Source: an optimization exercise on an open RTL-to-GDS flow (aim: small area, a short achievable clock period and few clock cycles). Production flows keep margins and buffers that such runs may drop.
At most, simulation tests tie the RTL to the original design; equivalence was not proved.

==> cedar <==
==> flow/design.v (excerpt) <==
module mandelbrot_engine (
	input logic tb_clk,
	input logic rst_n,
	input logic start,
	input logic [75:0] region,
	input logic [8-1:0] max_iter,
	output logic busy,
	output logic pixel_valid,
	output logic frame_done,
	output logic [23:0] pixel
);
Settings: LEC_CHECK=0, CAP_MARGIN=20, CORE_MARGIN=2, CORE_UTILIZATION=40, CTS_CLUSTER_DIAMETER=100, CTS_CLUSTER_SIZE=24, PLACE_DENSITY=0.6, SLEW_MARGIN=70; clock period 15.0 ns.
standard.sh (not shown) runs the stock make flow with config.mk's settings and CLKGATE_MAP_FILE= SYNTH_SCRIPT=/design/flow/synth_recipe.tcl, a recipe that flattens the netlist after the stock synthesis.
==> flow/flow/run.sh <==
#!/bin/bash
# The standard layout (standard.sh), with two changes: the port buffers
# on buf_2 instead of the default delay buffer, and Yosys's synth run with
# -noabc, so its quick ABC pass does not rewrite the adder trees before ORFS
# extracts full adders (the final ABC mapping still runs). The constraints
# and the clock period are the standard flow's.
set -euo pipefail
export BUFFER_PORTS_ARGS="-buffer_cell sky130_fd_sc_hd__buf_2"
export SYNTH_ARGS="-noabc"
bash standard.sh > standard.log 2>&1
==> harbor (differences from cedar) <==
--- a/flow/design.v
+++ b/flow/design.v
@@ -93,11 +93,11 @@
 	logic signed [14:0] zis;
 	assign zrs = zr;
 	assign zis = zi;
 	assign oor = (zrs > 15'sd2048) || (zrs < -15'sd2048) || (zis > 15'sd2048) || (zis < -15'sd2048);
 	assign match = (zr13 == sr) && (zi13 == si);
-	assign save = (kk[2:0] == 3'd0);
+	assign save = (kk[1:0] == 2'd0) && (!kk[2] || (kk[7:4] == 4'd0));
 	logic [11:0] sqr_y;
 	assign sqr_y = zr13[11:0] ^ {12{zr13[12]}};
 	logic sqr_w1;
 	logic sqr_w2;
 	assign sqr_w1 = sqr_y[5] ^ (sqr_y[0] & sqr_y[9]);
==> flow/flow/run.sh (replaced) <==
#!/bin/bash
# The standard layout (standard.sh, unchanged synthesis), with the port
# buffers on buf_2 instead of the default delay buffer. The constraints and
# the clock period are the standard flow's.
set -euo pipefail
export BUFFER_PORTS_ARGS="-buffer_cell sky130_fd_sc_hd__buf_2"
bash standard.sh > standard.log 2>&1
- ABC_AREA: not set -> 1
- CORE_UTILIZATION: 40 -> 55
- PLACE_DENSITY: 0.6 -> 0.7
==> comparison table <==
| item | harbor | cedar |
|---|---|---|
| Reg2reg setup slack | 11.01 ns | 10.41 ns |
| Vias after detailed routing | 51,600 | 44,200 |
| Critical path start-end classification | register to output pin | register to register |
| Via count of the first global-routing pass | 53,100 | 45,300 |
| CP max stage cell | dfxtp_1 | fa_1 |
| Routed WL | 180,000 um | 166,000 um |
| Arr. time, crit path | 1.38 ns | 5.15 ns |
| Fraction of final layout cells sized beyond drive strength 1 | 0.0474 | 0.0824 |
| Worst Min Path Start | unit[2].pixel_calculator_i.m_si[7] | unit[1].pixel_calculator_i.m_si[8] |
| Post-synthesis instance area | 70,800 um2 | 65,500 um2 |
| Share of the synthesized netlist area taken by xor and xnor gates | 0.0239 | 0.0354 |
| Simple logic cell fraction of the synthesized area | 0.146 | 0.142 |
| Sequential share of the synthesized area | 0.295 | 0.319 |
| Kind of end point of the critical path | output pin | register |
| Global-route track usage on met2 | 0.465 | 0.319 |
| Post-DR wirelength/cell | 18.1 um | 19.7 um |
| Worst Setup SP | pixel[22] | unit[0].pixel_calculator_i.m_br[1] |
| Run status | timing/DRC/antenna clean | timing/DRC/antenna clean |
| Placed wire-length estimate | 145,000 um | 129,000 um |
| Clock Latency Late Sink | 0.70 ns | 0.73 ns |
Testbench counts of cedar, summed over its fixed seeds: cycles 119,026.
No functional check of the RTL was part of harbor.


==> sierra <==
Another version of the RTL of mandelbrot_engine (not shown whole).
==> flow/config.mk <==
export PLATFORM = sky130hd
export DESIGN_NAME = mandelbrot_engine
export DESIGN_NICKNAME = mandelbrot_engine
export VERILOG_FILES = /design/flow/design.v
export SDC_FILE = /design/flow/constraint.sdc
export NUM_CORES = 4
export LEC_CHECK = 0
export CAP_MARGIN = 20
export CORE_MARGIN = 2
export CORE_UTILIZATION = 40
export CTS_CLUSTER_DIAMETER = 100
export CTS_CLUSTER_SIZE = 24
export PLACE_DENSITY = 0.6
export SLEW_MARGIN = 20
==> flow/constraint.sdc <==
create_clock -name core_clock -period 15.0 [get_ports {tb_clk}]
set_input_delay 3.0000 -clock core_clock [delete_from_list [all_inputs] [get_ports {tb_clk}]]
set_output_delay 3.0000 -clock core_clock [all_outputs]
set_load 0.01 [all_outputs]
==> flow/flow/run.sh <==
#!/bin/bash
# The standard layout, with the port buffers on buf_4 instead of the
# default delay buffer; the constraints and period are the standard flow's.
set -euo pipefail
export BUFFER_PORTS_ARGS="-buffer_cell sky130_fd_sc_hd__buf_4"
bash standard.sh > standard.log 2>&1
==> raven (differences from sierra) <==
--- a/flow/design.v
+++ b/flow/design.v
@@ -82,24 +82,24 @@
 	assign zi = h_zi;
 	assign cr = ins ? (new_in_r ? new_cr : 13'h1000) : h_cr;
 	assign ci = ins ? (new_in_i ? new_ci : 13'h1000) : h_ci;
 	assign sr = ins ? SENT : h_sr;
 	assign si = ins ? SENT : h_si;
 	assign xk = ins ? new_x : h_x;
 	assign yk = ins ? new_y : h_y;
-	assign kk = ins ? 8'd0 : (pend ? h_k : h_k + 8'd1);
+	assign kk = pend ? h_k : h_k + 8'd1;
 	assign zr13 = zr[12:0];
 	assign zi13 = zi[12:0];
 	logic signed [14:0] zrs;
 	logic signed [14:0] zis;
 	assign zrs = zr;
 	assign zis = zi;
 	assign oor = (zrs > 15'sd2048) || (zrs < -15'sd2048) || (zis > 15'sd2048) || (zis < -15'sd2048);
 	assign match = (zr13 == sr) && (zi13 == si);
-	assign save = (kk[2:0] == 3'd0);
+	assign save = (kk[1:0] == 2'd0) && (!kk[2] || (kk[7:4] == 4'd0));
 	logic [11:0] sqr_y;
 	assign sqr_y = zr13[11:0] ^ {12{zr13[12]}};
 	logic sqr_w1;
 	logic sqr_w2;
 	assign sqr_w1 = sqr_y[5] ^ (sqr_y[0] & sqr_y[9]);
 	assign sqr_w2 = sqr_y[5] & (sqr_y[0] & sqr_y[9]);
 	logic sqr_w3;
@@ -1207,15 +1207,21 @@
 		m_clp <= prd_lo[9] && !ins;
 		m_cr <= cr;
 		m_ci <= ci;
 		m_sr <= (save && !ins) ? zr13 : sr;
 		m_si <= (save && !ins) ? zi13 : si;
 		m_x <= xk;
 		m_y <= yk;
-		m_k <= kk;
+	end
+	always_ff @(posedge tb_clk)
+	begin
+		if (ins)
+			m_k <= 8'd0;
+		else
+			m_k <= kk;
 	end
 	logic ezr_w1;
 	logic ezr_w2;
 	assign ezr_w1 = m_ar[0] ^ m_br[0] ^ ~m_ai[0];
 	assign ezr_w2 = (m_ar[0] & m_br[0]) | (~m_ai[0] & (m_ar[0] ^ m_br[0]));
 	logic ezr_w3;
 	logic ezr_w4;
@@ -1835,15 +1841,15 @@
 	input logic [75:0] region,
 	input logic [8-1:0] max_iter,
 	output logic busy,
 	output logic pixel_valid,
 	output logic frame_done,
 	output logic [23:0] pixel
 );
-	localparam int NU = 1;
+	localparam int NU = 3;
 	logic [55:0] region_q;
 	logic [7:0] mi_q;
 	logic [7:0] mi_m1;
 	logic mi_small;
 	logic idle;
 	logic frame_load;
 	logic take;
==> flow/flow/run.sh (replaced) <==
#!/bin/bash
# The standard layout (standard.sh), with two changes: the port buffers
# on buf_2 instead of the default delay buffer, and Yosys's synth run with
# -noabc, so its quick ABC pass does not rewrite the adder trees before ORFS
# extracts full adders (the final ABC mapping still runs). The constraints
# and the clock period are the standard flow's.
set -euo pipefail
export BUFFER_PORTS_ARGS="-buffer_cell sky130_fd_sc_hd__buf_2"
export SYNTH_ARGS="-noabc"
bash standard.sh > standard.log 2>&1
==> flow/config.mk (replaced) <==
export PLATFORM = sky130hd
export DESIGN_NAME = mandelbrot_engine
export DESIGN_NICKNAME = mandelbrot_engine
export VERILOG_FILES = /design/flow/design.v
export SDC_FILE = /design/flow/constraint.sdc
export NUM_CORES = 4
export LEC_CHECK = 0
export ABC_AREA = 1
export CAP_MARGIN = 20
export CORE_MARGIN = 2
export CORE_UTILIZATION = 55
export CTS_CLUSTER_DIAMETER = 100
export CTS_CLUSTER_SIZE = 24
export PLACE_DENSITY = 0.7
export SLEW_MARGIN = 70
==> umber (differences from sierra) <==
--- a/flow/design.v
+++ b/flow/design.v
@@ -82,15 +82,15 @@
 	assign zi = h_zi;
 	assign cr = ins ? (new_in_r ? new_cr : 13'h1000) : h_cr;
 	assign ci = ins ? (new_in_i ? new_ci : 13'h1000) : h_ci;
 	assign sr = ins ? SENT : h_sr;
 	assign si = ins ? SENT : h_si;
 	assign xk = ins ? new_x : h_x;
 	assign yk = ins ? new_y : h_y;
-	assign kk = ins ? 8'd0 : (pend ? h_k : h_k + 8'd1);
+	assign kk = pend ? h_k : h_k + 8'd1;
 	assign zr13 = zr[12:0];
 	assign zi13 = zi[12:0];
 	logic signed [14:0] zrs;
 	logic signed [14:0] zis;
 	assign zrs = zr;
 	assign zis = zi;
 	assign oor = (zrs > 15'sd2048) || (zrs < -15'sd2048) || (zis > 15'sd2048) || (zis < -15'sd2048);
@@ -1207,15 +1207,21 @@
 		m_clp <= prd_lo[9] && !ins;
 		m_cr <= cr;
 		m_ci <= ci;
 		m_sr <= (save && !ins) ? zr13 : sr;
 		m_si <= (save && !ins) ? zi13 : si;
 		m_x <= xk;
 		m_y <= yk;
-		m_k <= kk;
+	end
+	always_ff @(posedge tb_clk)
+	begin
+		if (ins)
+			m_k <= 8'd0;
+		else
+			m_k <= kk;
 	end
 	logic ezr_w1;
 	logic ezr_w2;
 	assign ezr_w1 = m_ar[0] ^ m_br[0] ^ ~m_ai[0];
 	assign ezr_w2 = (m_ar[0] & m_br[0]) | (~m_ai[0] & (m_ar[0] ^ m_br[0]));
 	logic ezr_w3;
 	logic ezr_w4;
@@ -1835,15 +1841,15 @@
 	input logic [75:0] region,
 	input logic [8-1:0] max_iter,
 	output logic busy,
 	output logic pixel_valid,
 	output logic frame_done,
 	output logic [23:0] pixel
 );
-	localparam int NU = 1;
+	localparam int NU = 3;
 	logic [55:0] region_q;
 	logic [7:0] mi_q;
 	logic [7:0] mi_m1;
 	logic mi_small;
 	logic idle;
 	logic frame_load;
 	logic take;
==> flow/flow/run.sh (replaced) <==
#!/bin/bash
# The standard layout (standard.sh, unchanged synthesis), with the port
# buffers on buf_2 instead of the default delay buffer. The constraints and
# the clock period are the standard flow's.
set -euo pipefail
export BUFFER_PORTS_ARGS="-buffer_cell sky130_fd_sc_hd__buf_2"
bash standard.sh > standard.log 2>&1
--- a/flow/config.mk
+++ b/flow/config.mk
@@ -7,8 +7,8 @@
 export LEC_CHECK = 0
 export CAP_MARGIN = 20
 export CORE_MARGIN = 2
 export CORE_UTILIZATION = 40
 export CTS_CLUSTER_DIAMETER = 100
 export CTS_CLUSTER_SIZE = 24
 export PLACE_DENSITY = 0.6
-export SLEW_MARGIN = 20
+export SLEW_MARGIN = 70
==> summary of the runs <==
The highest final area belongs to umber, the lowest to sierra. Against raven, the wire length of umber is larger by 7.1%. The lowest clock skew belongs to sierra, the highest to umber. In raven the register-to-register slack is higher than in sierra, by 0.46 ns. In sierra the count of clock-buffer cells in the layout is lower than in umber, by 30. Between sierra and raven, the lower first-iteration DRC count is in sierra (gap 72%, measured against raven). Die area: umber > raven > sierra. Via count, lowest first: sierra, umber, raven.
==> figures <==
Post-route cell area: umber 74260 um^2; sierra 30710 um^2; raven 72840 um^2
Sum of buffers and inverters on the critical path: umber 1; sierra 4; raven 1
Capture instance of the worst register-to-register path: umber unit[2].pixel_calculator_i.h_zr[14]; sierra unit[0].pixel_calculator_i.h_zr[14]; raven unit[1].pixel_calculator_i.h_zr[11]
Die X-Extent: umber 418.7 um; sierra 269.3 um; raven 357.5 um
Run status: umber timing/DRC/antenna clean; sierra timing/DRC/antenna clean; raven timing/DRC/antenna clean
Non-filler instance count after layout: umber 9479; sierra 3934; raven 9330
Synth Area in Simple Gates: umber 0.1398; sierra 0.1565; raven 0.1519
Sink of the worst hold path: umber unit[2].pixel_calculator_i.h_cr[1]; sierra unit[0].pixel_calculator_i.h_si[7]; raven unit[0].pixel_calculator_i.h_sr[7]
Crit path setup slack, layout: umber 10.60 ns; sierra 10.68 ns; raven 10.63 ns
Pin count of the biggest net entering global routing: umber 54; sierra 94; raven 55
Num tapcells: umber 2233; sierra 940; raven 1637
Sequential cells: umber 990; sierra 436; raven 990
Proportion of cell area occupied by registers: umber 0.2822; sierra 0.3189; raven 0.2885
Post-place setup slack: umber 10.71 ns; sierra 10.66 ns; raven 11.21 ns
HPWL after DPL: umber 141.8 mm; sierra 50.18 mm; raven 131.5 mm
Testbench counts of umber, summed over its fixed seeds: cycles 119,026.
For sierra and raven, only the layout was checked, not whether the RTL still works.

port drivers added, routing unchanged:
No port has a modelled driver above. Below, the same layouts with a new extraction and two added sets of constraints. Step 1: set_driving_cell puts a clkbuf_16 on tb_clk and a buf_2 on each other input, an assumption about the parent block. Step 2 also shifts input and output timing later by t, the mid clock arrival at the registers, as if the neighbouring blocks saw the same clock. a / b / c = ideal / step 1 / step 2; a / b = the first two.
run	t (ns)	setup WS [ns]	worst setup path at the end
cedar	0.765	10.409 / 10.378 / 10.409	register to register
harbor	0.760	10.618 / 10.540 / 11.014	register to register
sierra	0.639	10.682 / 10.682 / 10.682	register to register
raven	0.768	10.630 / 10.556 / 11.139	register to register
umber	0.768	10.600 / 10.526 / 10.666	register to register
After both steps every run listed still meets setup and hold.
